From an optimization exercise on the open Yosys and OpenROAD flow, aimed at small area, a short achievable clock period and few clock cycles per item; shortcuts taken in it are not production practice. Only simulation tests tie the RTL to the original design; equivalence was not proved. Power and IR drop assume default switching activity.

===== flow/design.v =====
package iest_pkg;
  localparam logic [1:0] DEV_KBD   = 2'd0;
  localparam logic [1:0] DEV_MOUSE = 2'd1;
  localparam logic [2:0] KIND_DOWN   = 3'd0;
  localparam logic [2:0] KIND_UP     = 3'd1;
  localparam logic [2:0] KIND_CURSOR = 3'd3;
  localparam int CFG_IDX_W  = 2;
  localparam int CFG_DATA_W = 48;
  localparam logic [CFG_IDX_W-1:0] CFG_SIDE = 2'd0;
  localparam logic [CFG_IDX_W-1:0] CFG_VIRT = 2'd1;
  localparam int SIDE_W = 48;
  localparam int VIRT_W = 24;
  localparam int MOD_SIDE  = 6;
  localparam int MOD_SLOTS = 9;
  localparam int MOD_IDX_W = 4;
  localparam int OQ_DEPTH  = 4;
  localparam int OQ_PTR_W  = 2;
  localparam int OQ_CNT_W  = 3;
  localparam int CQ_DEPTH  = 3;
  localparam int CQ_PTR_W  = 2;
  localparam int CQ_CNT_W  = 2;
  localparam int ENT_W = 17;
endpackage
module iest_out_fifo (
  input  logic                         clk,
  input  logic                         rst,
  input  logic                         cq_push,
  input  logic [15:0]                  cq_x,
  input  logic [15:0]                  cq_y,
  output logic                         cq_room,
  input  logic                         slot_v,
  input  logic                         push,
  input  logic [iest_pkg::ENT_W-1:0]   ent,
  output logic                         full,
  output logic                         full_next,
  input  logic [iest_pkg::VIRT_W-1:0]  virt_codes,
  input  logic                         hold_last,
  output logic                         evt_out_valid,
  input  logic                         evt_out_ready,
  output logic                         o_syn,
  output logic [1:0]                   o_dev,
  output logic [2:0]                   o_kind,
  output logic [7:0]                   o_key,
  output logic [2:0]                   o_btn,
  output logic [15:0]                  o_x,
  output logic [15:0]                  o_y,
  output logic                         o_last
);
  localparam int D  = iest_pkg::OQ_DEPTH;
  localparam int DC = iest_pkg::CQ_DEPTH;
  logic [iest_pkg::ENT_W-1:0]    q [D];
  logic [D-1:0]                  wr_ptr;    
  logic [D-1:0]                  rd_ptr;    
  logic [iest_pkg::OQ_CNT_W-1:0] count;
  logic [iest_pkg::OQ_CNT_W-1:0] count_next;
  logic                          phase;    
  logic                          ld;
  logic                          use_head;
  logic                          load;
  logic                          pop;
  logic                          wr;
  logic                          valid_next;
  logic [31:0]                   cq [DC];
  logic [DC-1:0]                 cq_wr;     
  logic [DC-1:0]                 cq_rd;     
  logic [iest_pkg::ENT_W-1:0]    head;
  logic [31:0]                   cq_head;
  logic [iest_pkg::CQ_CNT_W-1:0] cq_cnt;
  logic [iest_pkg::CQ_CNT_W-1:0] cq_cnt_next;
  logic                          cq_pop;
  logic [iest_pkg::ENT_W-1:0] src;
  logic        src_phase;
  logic [1:0]  s_dev;
  logic [2:0]  s_kind;
  logic [7:0]  s_code;
  logic        s_hs;
  logic        s_sd;
  logic [1:0]  s_ss;
  logic        h_hs;
  always_comb begin
    head    = '0;
    cq_head = '0;
    for (int i = 0; i < D; i++)  head    = head    | (q[i]  & {iest_pkg::ENT_W{rd_ptr[i]}});
    for (int i = 0; i < DC; i++) cq_head = cq_head | (cq[i] & {32{cq_rd[i]}});
  end
  assign h_hs = head[3];
  assign ld       = !evt_out_valid || evt_out_ready;
  assign use_head = (count != '0) &&
                    (!hold_last || (!phase && h_hs) || (count != iest_pkg::OQ_CNT_W'(1)));
  assign load     = ld && use_head;
  assign src       = head;
  assign src_phase = phase;
  assign {s_dev, s_kind, s_code, s_hs, s_sd, s_ss} = src;
  assign pop        = load && use_head && (phase || !h_hs);
  assign wr         = push;
  logic [iest_pkg::OQ_CNT_W-1:0] count_inc;
  logic [iest_pkg::OQ_CNT_W-1:0] count_dec;
  assign count_inc  = count + 1'b1;
  assign count_dec  = count - 1'b1;
  assign count_next = (wr == pop) ? count : (wr ? count_inc : count_dec);
  assign valid_next = ld ? use_head : 1'b1;
  assign cq_pop      = load && !src_phase && s_dev == iest_pkg::DEV_MOUSE &&
                       s_kind == iest_pkg::KIND_CURSOR;
  logic [iest_pkg::CQ_CNT_W-1:0] cq_cnt_inc;
  logic [iest_pkg::CQ_CNT_W-1:0] cq_cnt_dec;
  assign cq_cnt_inc  = cq_cnt + 1'b1;
  assign cq_cnt_dec  = cq_cnt - 1'b1;
  assign cq_cnt_next = (cq_push == cq_pop) ? cq_cnt : (cq_push ? cq_cnt_inc : cq_cnt_dec);
  assign full      = count == iest_pkg::OQ_CNT_W'(D);
  assign full_next = (wr == pop) ? full : (wr && count == iest_pkg::OQ_CNT_W'(D - 1));
  logic       c_m1;
  logic       c_0;
  logic       c_p1;
  assign c_m1    = 32'(cq_cnt) <= DC;
  assign c_0     = 32'(cq_cnt) < DC;
  assign c_p1    = 32'(cq_cnt) + 1 < DC;
  assign cq_room = cq_push ? (cq_pop ? c_0 : c_p1) : (cq_pop ? c_m1 : c_0);
  always_ff @(posedge clk) begin
    for (int i = 0; i < D; i++) begin
      if (slot_v && wr_ptr[i]) q[i] <= ent;
    end
    for (int i = 0; i < DC; i++) begin
      if (cq_cnt != iest_pkg::CQ_CNT_W'(DC) && cq_wr[i]) cq[i] <= {cq_x, cq_y};
    end
  end
  always_ff @(posedge clk) begin
    if (rst) begin
      wr_ptr        <= D'(1);
      rd_ptr        <= D'(1);
      count         <= '0;
      phase         <= 1'b0;
      evt_out_valid <= 1'b0;
      cq_wr         <= DC'(1);
      cq_rd         <= DC'(1);
      cq_cnt        <= '0;
      o_x           <= '0;
      o_y           <= '0;
    end else begin
      if (wr)  wr_ptr <= {wr_ptr[D-2:0], wr_ptr[D-1]};
      if (pop) rd_ptr <= {rd_ptr[D-2:0], rd_ptr[D-1]};
      count         <= count_next;
      evt_out_valid <= valid_next;
      if (load) phase <= !phase && h_hs;
      if (cq_push) cq_wr <= {cq_wr[DC-2:0], cq_wr[DC-1]};
      if (cq_pop) begin
        cq_rd <= {cq_rd[DC-2:0], cq_rd[DC-1]};
        {o_x, o_y} <= cq_head;
      end
      cq_cnt <= cq_cnt_next;
    end
  end
  logic [17:0] n_word;
  logic [17:0] o_word;
  logic [7:0]  n_vkey;
  always_comb begin
    case (s_ss)
      2'd0:    n_vkey = virt_codes[7:0];
      2'd1:    n_vkey = virt_codes[15:8];
      default: n_vkey = virt_codes[23:16];
    endcase
    if (!src_phase) begin
      n_word = {1'b0, s_dev, s_kind, s_dev[0] ? 8'd0 : s_code,
                s_dev[0] ? s_code[2:0] : 3'd0, !s_hs};
    end else begin
      n_word = {1'b1, iest_pkg::DEV_KBD, s_sd ? iest_pkg::KIND_DOWN : iest_pkg::KIND_UP,
                n_vkey, 3'd0, 1'b1};
    end
  end
  always_ff @(posedge clk) begin
    if (rst) begin
      o_word <= '0;
    end else if (load) begin
      o_word <= n_word;
    end
  end
  assign {o_syn, o_dev, o_kind, o_key, o_btn, o_last} = o_word;
endmodule
module input_event_state_tracker #(
  parameter int KEY_COUNT    = 256,
  parameter int BUTTON_COUNT = 8
) (
  input  logic                            clk,
  input  logic                            rst,
  input  logic                            cfg_we,
  input  logic [iest_pkg::CFG_IDX_W-1:0]  cfg_index,
  input  logic [iest_pkg::CFG_DATA_W-1:0] cfg_data,
  input  logic                            evt_in_valid,
  output logic                            evt_in_ready,
  input  logic [1:0]                      evt_in_device,
  input  logic [2:0]                      evt_in_kind,
  input  logic [7:0]                      evt_in_key_code,
  input  logic [2:0]                      evt_in_button_index,
  input  logic signed [15:0]              evt_in_pos_x,
  input  logic signed [15:0]              evt_in_pos_y,
  output logic                            evt_out_valid,
  input  logic                            evt_out_ready,
  output logic                            evt_out_synthetic,
  output logic [1:0]                      evt_out_device,
  output logic [2:0]                      evt_out_kind,
  output logic [7:0]                      evt_out_key,
  output logic [2:0]                      evt_out_button,
  output logic signed [15:0]              evt_out_cursor_x,
  output logic signed [15:0]              evt_out_cursor_y,
  output logic                            evt_out_last
);
  localparam int NM = iest_pkg::MOD_SLOTS;
  logic [iest_pkg::SIDE_W-1:0] side_codes;
  logic [iest_pkg::VIRT_W-1:0] virt_codes;
  logic [7:0]                  mod_code [NM];
  logic [255:0]   key_map;
  logic [7:0]     btn_map;
  logic [NM-1:0]  mod_dn;
  logic [2:0]     dirty;
  logic           rdy_q;
  logic           rl_busy;
  logic [3:0]     rl_cnt;
  logic           rl_v;       
  logic [3:0]     rl_i;
  logic [7:0]     rl_key;
  logic           take;
  logic           s0_v;
  logic           s0_rl;
  logic [3:0]     s0_rli;
  logic [1:0]     s0_dev;
  logic [2:0]     s0_kind;
  logic [7:0]     s0_key;
  logic [2:0]     s0_btn;
  logic [15:0]    s0_hhi;     
  logic [15:0]    s0_hlo;     
  logic [7:0]     rd_key;
  logic [7:0]     s0_key_n;
  logic [15:0]    rd_row;
  logic           s0_bit;
  logic [NM-1:0]  s0_match;
  logic           s1_v;
  logic           s1_rl;
  logic [3:0]     s1_rli;
  logic [1:0]     s1_dev;
  logic [2:0]     s1_kind;
  logic [7:0]     s1_key;
  logic [2:0]     s1_btn;
  logic           s1_bit;
  logic           s1_eq;
  logic [NM-1:0]  s1_match;
  logic [2:0]     s1_sel;
  logic           s1_pk;      
  logic           s1_pm;      
  logic           s1_down;
  logic           s1_anym;    
  logic           w_en;
  logic           w_isk;
  logic [7:0]     w_key;
  logic           w_val;
  logic           w_clr;      
  logic           w_dval;     
  logic           is_kbd;
  logic           is_mouse;
  logic           down;
  logic           map_cur;
  logic           key_cur;
  logic           btn_cur;
  logic           drop;
  logic           key_wr;
  logic           btn_wr;
  logic [NM-1:0]  mod_upd;
  logic [NM-1:0]  mod_next;
  logic           mod_now;
  logic           mod_before;
  logic           slot_hit;
  logic [1:0]     slot;
  logic           syn;
  logic [NM-1:0]  vhit;
  logic [NM-1:0]  vmask [3];
  logic           wb;
  logic [1:0]     wb_slot;
  logic           push;
  logic [7:0]     code;
  logic           q_full_next;
  logic           q_full;
  logic           stuck1;     
  logic           stuck0;     
  logic           s1_go;      
  logic           cq_room;
  logic           cq_push;
  always_comb begin
    for (int i = 0; i < NM; i++) begin
      if (i < iest_pkg::MOD_SIDE) mod_code[i] = side_codes[8*i +: 8];
      else                        mod_code[i] = virt_codes[8*(i-iest_pkg::MOD_SIDE) +: 8];
    end
  end
  assign evt_in_ready = rdy_q;
  assign take         = evt_in_valid && rdy_q;
  assign rd_key       = rl_v ? rl_key : evt_in_key_code;
  assign s0_key_n     = stuck0 ? s0_key : rd_key;
  assign stuck1       = s1_v && q_full;
  assign stuck0       = stuck1 && s0_v;
  assign s1_go        = s1_v && !q_full;
  assign cq_push      = take && evt_in_device == iest_pkg::DEV_MOUSE &&
                        evt_in_kind == iest_pkg::KIND_CURSOR;
  always_ff @(posedge clk) begin
    if (rst) begin
      rdy_q   <= 1'b0;
      rl_busy <= 1'b0;
      rl_cnt  <= '0;
      rl_v    <= 1'b0;
      s0_v    <= 1'b0;
      s0_rl   <= 1'b0;
    end else begin
      rdy_q <= !cfg_we && !rl_busy && !rl_v && cq_room &&
               !((take || stuck0) && (stuck1 || s0_v) && q_full_next);
      rl_v  <= rl_busy && !cfg_we;
      if (cfg_we) begin
        rl_busy <= 1'b1;
        rl_cnt  <= '0;
      end else if (rl_busy) begin
        if (rl_cnt == 4'(NM - 1)) rl_busy <= 1'b0;
        rl_cnt <= rl_cnt + 4'd1;
      end
      s0_v  <= (take || stuck0) && !cfg_we;
      s0_rl <= rl_v && !cfg_we;
    end
  end
  always_ff @(posedge clk) begin
    rl_i    <= rl_cnt;
    rl_key  <= mod_code[rl_cnt];
    if (!stuck0) begin
      s0_rli  <= rl_i;
      s0_dev  <= evt_in_device;
      s0_kind <= evt_in_kind;
      s0_key  <= rd_key;
      s0_btn  <= evt_in_button_index;
    end
    for (int j = 0; j < 16; j++) begin
      s0_hhi[j] <= s0_key_n[7:4] == 4'(j);
      s0_hlo[j] <= s0_key_n[3:0] == 4'(j);
    end
  end
  always_comb begin
    for (int j = 0; j < 16; j++) rd_row[j] = (key_map[16*j +: 16] & s0_hlo) != '0;
  end
  assign s0_bit = (w_en && w_key == s0_key) ? w_val : ((rd_row & s0_hhi) != '0);
  always_comb begin
    for (int j = 0; j < NM; j++) s0_match[j] = s0_key == mod_code[j];
  end
  always_ff @(posedge clk) begin
    if (rst) begin
      s1_v  <= 1'b0;
      s1_rl <= 1'b0;
    end else begin
      s1_v  <= (stuck1 || s0_v) && !cfg_we;
      s1_rl <= s0_rl && !cfg_we;
    end
  end
  always_ff @(posedge clk) begin
    if (stuck1) begin
      s1_bit   <= map_cur;
    end else begin
      s1_rli   <= s0_rli;
      s1_dev   <= s0_dev;
      s1_kind  <= s0_kind;
      s1_key   <= s0_key;
      s1_btn   <= s0_btn;
      s1_bit   <= s0_bit;
      s1_eq    <= s0_key == s1_key;
      s1_match <= s0_match;
      s1_anym  <= s0_match != '0;
      s1_pk    <= s0_dev == iest_pkg::DEV_KBD && s0_kind[2:1] == 2'b00;
      s1_pm    <= s0_dev == iest_pkg::DEV_MOUSE && s0_kind[2:1] == 2'b00;
      s1_down  <= !s0_kind[0];
      s1_sel[0] <= s0_match[0] || s0_match[1];
      s1_sel[1] <= !(s0_match[0] || s0_match[1]) && (s0_match[2] || s0_match[3]);
      s1_sel[2] <= !(s0_match[0] || s0_match[1] || s0_match[2] || s0_match[3]) &&
                   (s0_match[4] || s0_match[5]);
    end
  end
  assign is_kbd   = s1_dev == iest_pkg::DEV_KBD;
  assign is_mouse = s1_dev == iest_pkg::DEV_MOUSE;
  assign down     = s1_down;
  assign map_cur  = (s1_eq && w_isk) ? w_val : s1_bit;
  assign key_cur  = s1_anym ? ((s1_match & mod_dn) != '0) : map_cur;
  assign btn_cur  = btn_map[s1_btn];
  assign drop     = (s1_pk && key_cur == down) || (s1_pm && btn_cur == down);
  assign key_wr   = s1_go && s1_pk && key_cur != down;
  assign btn_wr   = s1_go && s1_pm && btn_cur != down;
  assign slot_hit = s1_sel != '0;
  assign slot     = s1_sel[1] ? 2'd1 : (s1_sel[2] ? 2'd2 : 2'd0);
  always_comb begin
    for (int j = 0; j < NM; j++) mod_upd[j] = s1_match[j] ? down : mod_dn[j];
  end
  always_comb begin
    mod_now    = 1'b0;
    mod_before = 1'b0;
    vhit       = '0;
    for (int i = 0; i < 3; i++) begin
      if (s1_sel[i]) begin
        mod_now    = mod_upd[2*i] || mod_upd[2*i+1];
        mod_before = mod_upd[iest_pkg::MOD_SIDE+i];
        vhit       = vmask[i];
      end
    end
  end
  assign syn = key_wr && syn_if_wr;
  logic          syn_if_wr;
  logic [NM-1:0] mod_alt;
  assign syn_if_wr = slot_hit && (mod_now != mod_before);
  always_comb begin
    for (int j = 0; j < NM; j++) begin
      mod_alt[j]  = (syn_if_wr && vhit[j]) ? mod_now : mod_upd[j];
      mod_next[j] = key_wr ? mod_alt[j] : mod_dn[j];
    end
  end
  assign wb      = !key_wr && (dirty != '0);
  assign wb_slot = dirty[0] ? 2'd0 : (dirty[1] ? 2'd1 : 2'd2);
  assign push = s1_go && !drop;
  assign code = is_kbd ? s1_key : (is_mouse ? {5'd0, s1_btn} : 8'd0);
  always_ff @(posedge clk) begin
    if (rst) begin
      btn_map <= '0;
      mod_dn  <= '0;
      dirty   <= '0;
      for (int i = 0; i < 3; i++) vmask[i] <= '1;
      w_en    <= 1'b0;
      w_isk   <= 1'b0;
      w_clr   <= 1'b1;
      w_dval  <= 1'b0;
    end else begin
      w_clr   <= 1'b0;
      w_dval  <= key_wr ? down : mod_dn[iest_pkg::MOD_SIDE + 32'(wb_slot)];
      if (btn_wr) btn_map[s1_btn] <= down;
      if (s1_rl) begin
        mod_dn[s1_rli] <= map_cur;
        for (int i = 0; i < 3; i++) begin
          if (s1_rli == 4'(iest_pkg::MOD_SIDE + i)) vmask[i] <= s1_match;
        end
      end else begin
        mod_dn <= mod_next;
      end
      w_en  <= key_wr || wb;
      w_isk <= key_wr;
      if (syn) begin
        dirty[slot] <= 1'b1;
      end else if (wb) begin
        dirty[wb_slot] <= 1'b0;
      end
    end
  end
  always_ff @(posedge clk) begin
    if (key_wr) begin
      w_key <= s1_key;
      w_val <= down;
    end else begin
      w_key <= mod_code[iest_pkg::MOD_SIDE + 32'(wb_slot)];
      w_val <= mod_dn[iest_pkg::MOD_SIDE + 32'(wb_slot)];
    end
  end
  logic [15:0] hi_sel;
  logic [15:0] lo_sel;
  always_comb begin
    for (int j = 0; j < 16; j++) begin
      hi_sel[j] = w_clr || (w_en && w_key[7:4] == 4'(j));
      lo_sel[j] = w_clr || (w_key[3:0] == 4'(j));
    end
  end
  always_ff @(posedge clk) begin
    for (int i = 0; i < 256; i++) begin
      if (hi_sel[i/16] && lo_sel[i%16]) key_map[i] <= w_dval;
    end
  end
  always_ff @(posedge clk) begin
    if (rst) begin
      side_codes <= '0;
      virt_codes <= '0;
    end else if (cfg_we) begin
      if (cfg_index == iest_pkg::CFG_SIDE) side_codes <= cfg_data[iest_pkg::SIDE_W-1:0];
      if (cfg_index == iest_pkg::CFG_VIRT) virt_codes <= cfg_data[iest_pkg::VIRT_W-1:0];
    end
  end
  iest_out_fifo u_out_fifo (
    .clk           (clk),
    .rst           (rst),
    .cq_push       (cq_push),
    .cq_x          (evt_in_pos_x),
    .cq_y          (evt_in_pos_y),
    .cq_room       (cq_room),
    .slot_v        (s1_go),
    .push          (push),
    .ent           ({s1_dev, s1_kind, code, syn, mod_now, slot}),
    .full          (q_full),
    .full_next     (q_full_next),
    .virt_codes    (virt_codes),
    .hold_last     (dirty != '0),
    .evt_out_valid (evt_out_valid),
    .evt_out_ready (evt_out_ready),
    .o_syn         (evt_out_synthetic),
    .o_dev         (evt_out_device),
    .o_kind        (evt_out_kind),
    .o_key         (evt_out_key),
    .o_btn         (evt_out_button),
    .o_x           (evt_out_cursor_x),
    .o_y           (evt_out_cursor_y),
    .o_last        (evt_out_last)
  );
endmodule

===== flow/standard.sh =====
#!/bin/bash
# synth_recipe.tcl (not shown) runs the flow's synth.tcl, then flattens the netlist and writes it again
# the make line also repeats each setting of config.mk as NAME=value (left out here)
make -C /OpenROAD-flow-scripts/flow DESIGN_CONFIG=/design/flow/config.mk WORK_HOME=/design/flow/orfs CLKGATE_MAP_FILE= SYNTH_SCRIPT=/design/flow/synth_recipe.tcl "${@:-finish}"

===== flow/flow/run.sh =====
#!/bin/bash
set -euo pipefail
MARGIN=${MARGIN:-5.35}
bash standard.sh SETUP_SLACK_MARGIN=$MARGIN \
  "BUFFER_PORTS_ARGS=-buffer_cell sky130_fd_sc_hd__buf_2" finish > standard.log 2>&1

===== flow/config.mk =====
export PLATFORM = sky130hd
export DESIGN_NAME = input_event_state_tracker
export DESIGN_NICKNAME = input_event_state_tracker
export VERILOG_FILES = /design/flow/design.v
export SDC_FILE = /design/flow/constraint.sdc
export NUM_CORES = 4
export LEC_CHECK = 0
export ABC_CLOCK_PERIOD_IN_PS = 2500
export CAP_MARGIN = 20
export CORE_MARGIN = 2
export CORE_UTILIZATION = 60
export CTS_CLUSTER_DIAMETER = 80
export CTS_CLUSTER_SIZE = 25
export PLACE_DENSITY = 0.75
export SETUP_SLACK_MARGIN = 5
export SLEW_MARGIN = 20

===== flow/constraint.sdc =====
create_clock -name core_clock -period 8.0 [get_ports {clk}]
set_input_delay 1.6000 -clock core_clock [delete_from_list [all_inputs] [get_ports {clk}]]
set_output_delay 1.6000 -clock core_clock [all_outputs]
set_load 0.01 [all_outputs]

==> results of run 1 <==
[cells by family after synthesis]
family	after synthesis
flops	736
compound gates	562
buf+inv	219
fa+ha+maj	18
mux	62
simple gates	945
xor+xnor	101
[layer usage]
layer  GRT usage, %  wire length [µm]  share of wire [%]
met5              0                85               0.11
met4           9.54              2370                3.0
met3           7.10              8800                 11
met2           47.3             36800                 46
met1           40.8             31200                 39
[worst reg2reg max path: cells and delay by family (launching register included)]
| kind | cells | cell delay, ns |
|---|---|---|
| simple gates | 2 | 0.71 |
| compound gates | 2 | 0.52 |
| buf+inv | 1 | 0.28 |
| mux | 2 | 0.60 |
| flops | 1 | 0.44 |
[how the worst max path moves through the flow]
stage                         startpoint                    to  depth (start not counted)
floorplan                   evt_in_valid                 rdy_q                          5
global placement                     rst  u_out_fifo.cq_cnt[1]                          4
detailed placement                   rst  u_out_fifo.cq_cnt[1]                          4
CTS                 u_out_fifo.rd_ptr[1]  u_out_fifo.cq_cnt[1]                          8
global route        u_out_fifo.rd_ptr[2]  u_out_fifo.cq_cnt[1]                          8
finish                 u_out_fifo.o_x[3]   evt_out_cursor_x[3]                          1
[synth_stat cells (5+ instances only)]
cell type	number
a211oi_1	44
a21oi_1	166
a221oi_1	56
a222oi_1	42
a22o_1	55
a22oi_1	83
a31oi_1	16
and2_1	19
buf_1	7
buf_2	32
buf_6	5
clkbuf_1	138
dfxtp_1	267
edfxtp_1	469
ha_1	17
inv_1	29
mux2_2	6
mux2i_1	50
nand2_1	307
nand2b_1	15
nand3_1	55
nand4_1	46
nor2_1	428
nor2b_1	20
nor3_1	20
nor4_1	5
o21ai_0	42
o31a_1	5
or2_2	5
xnor2_1	90
xor2_1	10
[stage by stage]
step / power [mW] / area (µm²) / hold WS (ns) / setup WS, ns / utilization (%)
CTS: 7.22 / 33100 / 0.417 / 5.28 / 66.3
global route: 7.47 / 33300 / 0.430 / 5.21 / 66.7
floorplan: 4.87 / 30300 / 0.329 / 5.15 / -
detailed placement: 5.13 / 31500 / 0.401 / 4.35 / 63.1
finish: 7.24 / 33300 / 0.419 / 5.33 / 66.7
global placement: 5.09 / 31500 / 0.398 / 4.36 / 63.0
[timing repair]
item / 4_1_cts / 5_1_grt
pin swaps: 1 / 5
resized for setup: 129 / 19
setup buffers: 8 / 12
endpoints found under the setup margin: 189 / 137
[registers in the layout, summed over array words and instances (netlist names), 9 cells and up]
register,count
key_map,256
mod_dn,9
s0_hhi,16
s0_hlo,16
s1_match,9
side_codes,48
u_out_fifo.cq,96
u_out_fifo.o_word,18
u_out_fifo.o_x,16
u_out_fifo.o_y,16
u_out_fifo.q,68
virt_codes,24
vmask,27
[area by class of cell]
class	instances	area, µm²	area share (%)
sequential	736	19500	58.6
multi-input combinational	1688	10000	30.1
timing repair buffer	231	1710	5.12
clock buffer	54	978	2.94
tap	672	841	2.52
clock inverter	10	115	0.345
inverter	30	113	0.338
antenna	6	15.0	0.0451
[power by group]
part / internal, mW / switching [mW]
Combinational: 0.334 / 0.504
Clock: 0.921 / 1.17
Sequential: 4.16 / 0.143
==> flow_metrics.env, run 1 <==
export IMPL_first_iter_violations=2843
export IMPL_min_from="s0_rli[3]"
export IMPL_final_cells=3427
export IMPL_fmax_mhz=375
export IMPL_r2r_start="dirty[1]"
export IMPL_final_nets=2843
export IMPL_fp_coreArea_mm2=0.0500
export IMPL_synthFlopType="edfxtp_1"
export IMPL_drive_gt1_share_pct=15.0
export IMPL_clkSinkCount=736
export IMPL_synth_net_count=2763
export IMPL_async_reset_ff_share_pct=0
export IMPL_cp_arrival_ns=1.07
export IMPL_synthMuxAreaShare_pct=2.25
export IMPL_drt_vias_per_instance=6.36
export IMPL_ant_nets=0
export IMPL_syn_cell_area_mm2=0.0302
export IMPL_cts_buffers=36
export IMPL_final_common_cell="edfxtp_1"
export IMPL_tritoncts="yes"
export IMPL_pin_count=155
export IMPL_cap_violations=0
export IMPL_finalSetupViolCount=0
export IMPL_clk_latency_ns=0.59
export IMPL_fillers=3698
export IMPL_die_h_um=229
export IMPL_slowest_delay_ns=0.37
export IMPL_worstMarginPinSlew_ns=1.12
export IMPL_wire_per_inst_um=23.1
export IMPL_grt_pass1_wl_um=121000
export IMPL_critPathRequiredTime_ns=6.40
export IMPL_rsz0062_at_grt="yes"
export IMPL_crit_slowest_cell="dfxtp_2"
export IMPL_reg2reg_slack_ns=5.36
export IMPL_area_growth_pct=10.2
export IMPL_critical_path_buf_inv_count=1
export IMPL_drc=0
export IMPL_die_area_mm2=0.0522
export IMPL_routabilityCongestion=0.927
export IMPL_syn_inst=2643
export IMPL_grt_usage_pct=29.8
export IMPL_cp_cell_sequence="buf_6"
export IMPL_synth_xor_area_share_pct=2.95
export IMPL_post_route_period_util_pct=33.3
export IMPL_yosysWarnings=8
export IMPL_port_buffers=154
export IMPL_cts_path_max_buffers=3
export IMPL_synth_compound_area_share_pct=13.3
export IMPL_place_inst=3337
export IMPL_ir_drop_uv=211
export IMPL_fin_skew_ns=0.0271
export IMPL_slew_violations=0
export IMPL_ys_ff_latch=736
export IMPL_layout_common_cells="469 x edfxtp_1, 427 x nor2_1, 305 x nand2_1"
export IMPL_worstSetupStartpointType="flop"
export IMPL_min_to="s1_rli[3]"
export IMPL_ys_types=81
export IMPL_synth_top_family_by_area="simple AND/OR/NAND/NOR gates"
export IMPL_cts_root_buf="clkbuf_16"
export IMPL_p_per_area_mw_per_mm2=217
export IMPL_reg2reg_depth=7
export IMPL_grt_overflow=0
export IMPL_grt_max_degree=97
export IMPL_grt_pass1_vias=21100
export IMPL_fin_crit_ns=2.67
export IMPL_num_vias=21800
export IMPL_holdPathStages=0
export IMPL_clkTransAtPathRegs_ns=0.09
export IMPL_fin_tns_setup_ns=0
export IMPL_yosysTopAreaCell="edfxtp_1"
export IMPL_synth_top_area_share_pct=46.6
export IMPL_status="no timing/DRC/antenna violations"
export IMPL_cp_end_kind="output port"
export IMPL_hold_buffers=0
export IMPL_start_util_pct=60.5
export IMPL_critical_path_class="flop to output port"
export IMPL_synth_edff_count=469
export IMPL_firstDrtPassIters=9
export IMPL_die_x_um=229
export IMPL_routed_wl_um=79300
export IMPL_synth_area_per_cell_um2=11.4
export IMPL_h_tree_depth=2
export IMPL_r2r_end="u_out_fifo.cq_cnt[1]"
export IMPL_leakage_nw=11.6
export IMPL_synth_area_leaders="edfxtp_1 47%, dfxtp_1 18%, nor2_1 5.3%"
export IMPL_dp_hpwl_um=49400
export IMPL_critPathMaxFanout=2
export IMPL_hold_class="flop to flop"
export IMPL_synth_simple_area_share_pct=13.3
export IMPL_grt_antenna_before_repair=10
export IMPL_crit_family="flip-flops"
export IMPL_yosysSeqAreaShare_pct=64.2
export IMPL_synthAdderAreaFrac_pct=0.736
export IMPL_fp_row_count=82
export IMPL_max_slew_margin_pct=25.0
export IMPL_hold_violations=0
Testbench counts, summed over its fixed seeds: cycles 24,365, items 24,000.
==> run 2, diff against run 1 <==
--- a/flow/config.mk
+++ b/flow/config.mk
@@ -11,4 +11,4 @@
 export CORE_UTILIZATION = 60
-export CTS_CLUSTER_DIAMETER = 80
-export CTS_CLUSTER_SIZE = 25
+export CTS_CLUSTER_DIAMETER = 60
+export CTS_CLUSTER_SIZE = 40
 export PLACE_DENSITY = 0.75
==> run 2 against run 1 <==
Still clean on timing, DRC and antenna; wire length rose by 0.94%; register-to-register slack better by 0.03 ns; final cell count grew 0.79%; non-clock buffer count rose by 7; combinational power is 2.9% higher; hold slack better by 0.0067 ns; clock power grew 24%; global-route usage up 0.28 points; first-iteration DRC count fell by 0.49%; via count grew 1.3%; core utilization up 1.1 points; fmax fell by 1.9%.
==> flow_metrics.env, run 2 <==
export IMPL_port_buffers=154
export IMPL_cts_root_buf="clkbuf_16"
export IMPL_cp_end_kind="output port"
export IMPL_post_route_period_util_pct=34.0
export IMPL_final_common_cell="edfxtp_1"
export IMPL_ys_types=81
export IMPL_die_x_um=229
export IMPL_crit_slowest_cell="dfxtp_2"
export IMPL_routabilityCongestion=0.927
export IMPL_synth_area_leaders="edfxtp_1 47%, dfxtp_1 18%, nor2_1 5.3%"
export IMPL_clk_latency_ns=0.62
export IMPL_yosysWarnings=8
export IMPL_die_h_um=229
export IMPL_cp_cell_sequence="buf_6"
export IMPL_cp_arrival_ns=1.12
export IMPL_status="no timing/DRC/antenna violations"
export IMPL_synthFlopType="edfxtp_1"
export IMPL_fin_crit_ns=2.72
export IMPL_final_seq_area_mm2=0.0195
export IMPL_worstSetupStartpointType="flop"
export IMPL_num_vias=22100
export IMPL_synth_edff_count=469
export IMPL_pin_count=155
export IMPL_grt_pass1_wl_um=122000
export IMPL_yosysTopAreaCell="edfxtp_1"
export IMPL_grt_overflow=0
export IMPL_leakage_nw=11.9
export IMPL_cts_buffers=44
export IMPL_crit_family="flip-flops"
export IMPL_die_area_mm2=0.0522
export IMPL_fin_tns_setup_ns=0
export IMPL_start_util_pct=60.5
export IMPL_reg_top3="key_map x256, u_out_fifo.cq x96, u_out_fifo.q x68"
export IMPL_multi_input_area_mm2=0.0100
export IMPL_critical_path_class="flop to output port"
export IMPL_synth_area_per_cell_um2=11.4
export IMPL_cts_path_max_buffers=3
export IMPL_hold_violations=0
export IMPL_grt_usage_pct=30.1
export IMPL_syn_inst=2643
export IMPL_r2r_start="u_out_fifo.rd_ptr[2]"
export IMPL_clkPwrFrac_pct=33.3
export IMPL_wire_per_inst_um=23.2
export IMPL_p_comb_share_pct=11.1
export IMPL_ir_drop_uv=228
export IMPL_worstMarginPinSlew_ns=1.11
export IMPL_fp_coreArea_mm2=0.0500
export IMPL_grt_antenna_before_repair=11
export IMPL_slowest_delay_ns=0.37
export IMPL_rsz0062_at_grt="yes"
export IMPL_routed_wl_um=80000
export IMPL_min_to="s1_btn[1]"
export IMPL_synth_commonest_cells="469 x edfxtp_1, 428 x nor2_1, 307 x nand2_1"
export IMPL_dp_hpwl_um=49400
export IMPL_grt_max_degree=97
export IMPL_holdPathStages=0
export IMPL_power_switching_share_pct=26.9
export IMPL_firstDrtPassIters=8
export IMPL_hold_buffers=0
export IMPL_largest_reg_flops=256
export IMPL_hold_class="flop to flop"
export IMPL_critPathMaxFanout=2
export IMPL_r2r_end="u_out_fifo.cq_cnt[1]"
export IMPL_critical_path_buf_inv_count=1
export IMPL_critPathRequiredTime_ns=6.40
export IMPL_internal_power_mw=5.67
export IMPL_layout_common_cells="469 x edfxtp_1, 427 x nor2_1, 305 x nand2_1"
export IMPL_p_per_area_mw_per_mm2=229
export IMPL_final_nets=2859
export IMPL_drive_gt1_share_pct=16.3
export IMPL_first_iter_violations=2829
export IMPL_reg2reg_slack_ns=5.39
export IMPL_finalSetupViolCount=0
export IMPL_grt_pass1_vias=21200
export IMPL_slew_violations=0
export IMPL_fin_util_pct=67.8
export IMPL_syn_cell_area_mm2=0.0302
export IMPL_tritoncts="yes"
export IMPL_fillers=3651
export IMPL_ys_ff_latch=736
export IMPL_async_reset_ff_share_pct=0
export IMPL_max_slew_margin_pct=25.9
export IMPL_drt_vias_per_instance=6.39
export IMPL_synth_top_area_share_pct=46.6
export IMPL_fp_row_count=82
export IMPL_cap_violations=0
export IMPL_clkSinkCount=736
export IMPL_ant_nets=0
export IMPL_area_growth_pct=12.0
export IMPL_clkTransAtPathRegs_ns=0.10
export IMPL_pwr_share_seq_pct=55.5
export IMPL_fin_skew_ns=0.0460
export IMPL_top_register="key_map"
export IMPL_drc=0
export IMPL_synthMostInstantiatedCell="edfxtp_1"
export IMPL_min_from="s0_btn[1]"
export IMPL_yosysSeqAreaShare_pct=64.2
export IMPL_reg2reg_depth=8
export IMPL_power_switching_mw=2.09
export IMPL_h_tree_depth=2
export IMPL_fmax_mhz=368
export IMPL_synth_net_count=2763
## run 2: power by group through the flow
| stage | Sequential, mW | Clock (mW) | Combinational [mW] |
|---|---|---|---|
| floorplan | 4.31 | 0 | 0.560 |
| global placement | 4.37 | 0 | 0.726 |
| detailed placement | 4.38 | 0 | 0.752 |
| CTS | 4.30 | 2.62 | 0.805 |
| global route | 4.32 | 2.75 | 0.929 |
| finish | 4.31 | 2.59 | 0.862 |
## run 2: routing by layer
metal | wire [µm] | part of all wire [%] | vias up | global-route usage, %
li1 | - | - | 9849 | -
met1 | 31300 | 39 | 10800 | 40.8
met2 | 37300 | 47 | 1178 | 47.9
met3 | 8670 | 11 | 195 | 6.80
met4 | 2710 | 3.4 | 12 | 11.0
met5 | 73 | 0.091 | - | 0
## run 2: repair_timing
action | 4_1_cts | 5_1_grt
resized for setup | 128 | 21
buffers inserted | 9 | 18
endpoints found under the setup margin | 181 | 138
hold endpoints to repair | 0 | 0
pin swaps | 3 | 6
cloned | 0 | 1
## run 2: how the worst max path moves through the flow
stage	to	startpoint	slack, ns	cells past startpoint
2_1_floorplan	rdy_q	evt_in_valid	5.15	5
3_3_place_gp	u_out_fifo.cq_cnt[1]	rst	4.36	4
3_5_place_dp	u_out_fifo.cq_cnt[1]	rst	4.35	4
4_1_cts	evt_out_cursor_y[8]	u_out_fifo.o_y[8]	5.26	1
5_1_grt	u_out_fifo.cq_cnt[1]	u_out_fifo.rd_ptr[2]	5.18	8
6_report	evt_out_cursor_y[6]	u_out_fifo.o_y[6]	5.28	1
## run 2: cell families (layout without fill, tap and decap cells)
kind of cell             count (synthesis)  in the layout  share of synthesized area, %
multiplexers                            62             62                          2.25
AO/OA/AOI/OAI                          562            563                          13.3
XOR/XNOR                               101            101                          2.95
other                                    0              8                             0
adder cells (fa/ha/maj)                 18             18                         0.736
AND/OR/NAND/NOR                        945            945                          13.3
buffers and inverters                  219            349                          3.24
flip-flops                             736            736                          64.2
## run 2: metrics by stage
step | power [mW] | setup WS (ns) | cell area, µm² | hold WS (ns) | instances
after floorplan | 4.87 | 5.15 | 30300 | 0.329 | 2643
after global placement | 5.09 | 4.36 | 31500 | 0.398 | 3336
after detailed placement | 5.13 | 4.35 | 31500 | 0.401 | 3337
after CTS | 7.73 | 5.26 | 33600 | 0.428 | 3427
after global routing | 8.00 | 5.18 | 33900 | 0.434 | 3446
final | 7.76 | 5.28 | 33900 | 0.426 | 3454
## run 2: final cells by class
cell class                      instances  share of cell area, %
Antenna cell                            8                 0.0591
Clock buffer                           46                   3.30
Clock inverter                         35                   1.36
Inverter                               30                  0.332
Multi-Input combinational cell       1689                   29.6
Sequential cell                       736                   57.6
Tap cell                              672                   2.48
Timing Repair Buffer                  238                   5.21

==> what the ideal ports hide <==
No port has a modelled driver above. Below, the same layouts with a new extraction and two added sets of constraints.
Step 1 sets driving cells, clkbuf_16 on the clock port and buf_2 on the other inputs (assumed; they add their load-dependent delay and slew).
Step 2 times the ports against the registers' clock, not the clock port: input delays grow and output delays shrink by t, the midpoint of the rising clock arrivals with the driver on.
Three values: no drivers, after step 1, after step 2; two values: the first two.
run | t, ns | setup WS [ns] | worst register clock-pin slew, ns | pins driven straight from the clock port
run 1 | 0.637 | 5.334 / 5.274 / 4.738 | 0.10 / 0.10 | 1
run 2 | 0.667 | 5.283 / 5.220 / 4.777 | 0.11 / 0.11 | 1
After both steps setup and hold are still met in every run listed. For run 1, which loses most, drivers alone change the setup slack by -0.060 ns; drivers and shift together by -0.596 ns.
